This design comes from an exercise in tuning for small area, a short achievable clock period and few clock cycles per item on the open sky130 flow, not from production work. In this exercise RTL edits were held to simulation tests only and were not proved equivalent to the original. Power figures rest on the tool's default switching activity, not on a simulated workload.

## build 18
==> flow/design.v (excerpt) <==
module map_update_ctrl
(
    input  logic                    clk,
    input  logic                    rst,
    input  logic [9:0]              v_cnt,
    input  logic                    loc_req,
    input  logic [1:0]              loc_op,
    input  logic [7:0]              loc_pos,
    input  logic [map_ctrl_pkg::CARD_W-1:0]       loc_card,
    output logic                    loc_ack,
    input  logic                    rem_req,
    input  logic [1:0]              rem_op,
    input  logic [7:0]              rem_pos,
    input  logic [map_ctrl_pkg::CARD_W-1:0]       rem_card,
    output logic                    rem_ack,
    output logic                    err,
    output logic                    busy,
    output logic [map_ctrl_pkg::SLOTS*map_ctrl_pkg::CARD_W-1:0] map,
    output logic [map_ctrl_pkg::SLOTS-1:0] sel_card
);
==> flow/config.mk <==
export PLATFORM = sky130hd
export DESIGN_NAME = map_update_ctrl
export DESIGN_NICKNAME = map_update_ctrl
export VERILOG_FILES = /design/flow/design.v
export SDC_FILE = /design/flow/constraint.sdc
export NUM_CORES = 4
export LEC_CHECK = 0
export CAP_MARGIN = 20
export CORE_MARGIN = 2
export CORE_UTILIZATION = 65
export PLACE_DENSITY_LB_ADDON = 0.15
export SETUP_SLACK_MARGIN = 3.1
export SLEW_MARGIN = 20
==> flow/constraint.sdc <==
create_clock -name core_clock -period 5.5 [get_ports {clk}]
set_input_delay 1.1000 -clock core_clock [delete_from_list [all_inputs] [get_ports {clk}]]
set_output_delay 1.1000 -clock core_clock [all_outputs]
set_load 0.01 [all_outputs]
standard.sh (not shown) runs the stock make flow with config.mk's settings and CLKGATE_MAP_FILE= SYNTH_SCRIPT=/design/flow/synth_recipe.tcl, a recipe that flattens the netlist after the stock synthesis.
==> flow/flow/run.sh <==
#!/bin/bash
# Standard layout with: buf_1 port buffers, no CTS dummy loads, larger CTS sink clusters,
# and stronger timing-driven net weights in global placement.
export BUFFER_PORTS_ARGS="-buffer_cell sky130_fd_sc_hd__buf_1"
export CTS_ARGS="-sink_clustering_enable -repair_clock_nets -dont_use_dummy_load -sink_clustering_size 28 -sink_clustering_max_diameter 70"
export GLOBAL_PLACEMENT_ARGS="-timing_driven_net_weight_max 50 -timing_driven_nets_percentage 60"
bash standard.sh > standard.log 2>&1
Testbench counts of build 18, summed over its fixed seeds: cycles 4,808, edits 4,800.
Input changes introduced in build 61 (baseline for comparison: build 18):
==> flow/flow/run.sh <==
#!/bin/bash
# Standard layout with: buf_1 port buffers, no CTS dummy loads, larger CTS sink clusters,
# and stronger timing-driven net weights in global placement.
export BUFFER_PORTS_ARGS="-buffer_cell sky130_fd_sc_hd__buf_1"
export CTS_ARGS="-sink_clustering_enable -repair_clock_nets -dont_use_dummy_load -sink_clustering_size 24 -sink_clustering_max_diameter 60"
export GLOBAL_PLACEMENT_ARGS="-timing_driven_net_weight_max 8 -timing_driven_nets_percentage 35"
bash standard.sh > standard.log 2>&1
[summary]
- Every stage of the flow completed for build 61, and the final layout passed the timing, DRC and antenna checks.
- Delta (build 61 minus build 18): final standard cell area without fillers increased by 1600 um2 relative to the old numbers, count of flip-flops and latches closely matched the old numbers.
- Compared with build 18, build 61 shows all-layer global routing usage lower by 2.8 points.
- Share of synthesized cell area in and, or, nand and nor gates came out exactly the same in build 61 and build 18.
- Compared build 18 against build 61; sequential power within noise.
- Changes observed in build 61 relative to build 18: combinational group share of total power has increased, final total power increased about 3.5%, fraction of power spent switching nets decreased 0.45 points.
Setup changes, build 61 to build 24
-- flow/config.mk --
<<< build 61, line 11
export PLACE_DENSITY_LB_ADDON = 0.15
export SETUP_SLACK_MARGIN = 3.1
export SLEW_MARGIN = 20
>>> build 24, line 11
export PLACE_DENSITY_LB_ADDON = 0.15
export SETUP_SLACK_MARGIN = 3.3
export SLEW_MARGIN = 20
Notes after the runs:
Build 24 reports a higher met3 demand-to-capacity share in global routing than build 61 does. Build 24 vs. build 61: first-pass GRT wire length now larger; least setup slack across all paths after layout now smaller; share of cell area taken by multi-input logic gates comparable; placement row count comparable. Comparing build 24 against build 61, there is no change at all in final hold violation count. Comparing build 24 with build 61, the maximum frequency came out essentially unchanged. Build 61 → build 24: via count climbed 297, number of nets in the finished design went up by 13, maximum cell stage delay along the critical path has decreased.

## afterwards: timing with drivers on the ports
The results above use ideal ports. As a check the final layouts listed here were re-extracted and re-timed, cells and wires unchanged.
Step 1 sets driving cells, clkbuf_16 on the clock port and buf_2 on the other inputs (assumed; they add their load-dependent delay and slew).
Step 2 times the ports against the registers' clock, not the clock port: input delays grow and output delays shrink by t, the midpoint of the rising clock arrivals with the driver on.
Three values: ideal, step 1, step 2; two values: the first two.
run | t, ns | setup slack, ns | worst setup path after step 2 | worst data-port slew with drivers (ns)
build 18 | 0.748 | 3.004 / 2.931 / 2.571 | input to register | 0.07
build 61 | 0.753 | 2.999 / 2.928 / 2.548 | input to register | 0.11
build 24 | 0.763 | 2.993 / 2.917 / 2.786 | input to register | 0.08
After both steps every run listed still meets setup and hold. The setup slack of build 61, which loses most, moves by -0.071 ns with the drivers and by -0.451 ns with both steps.
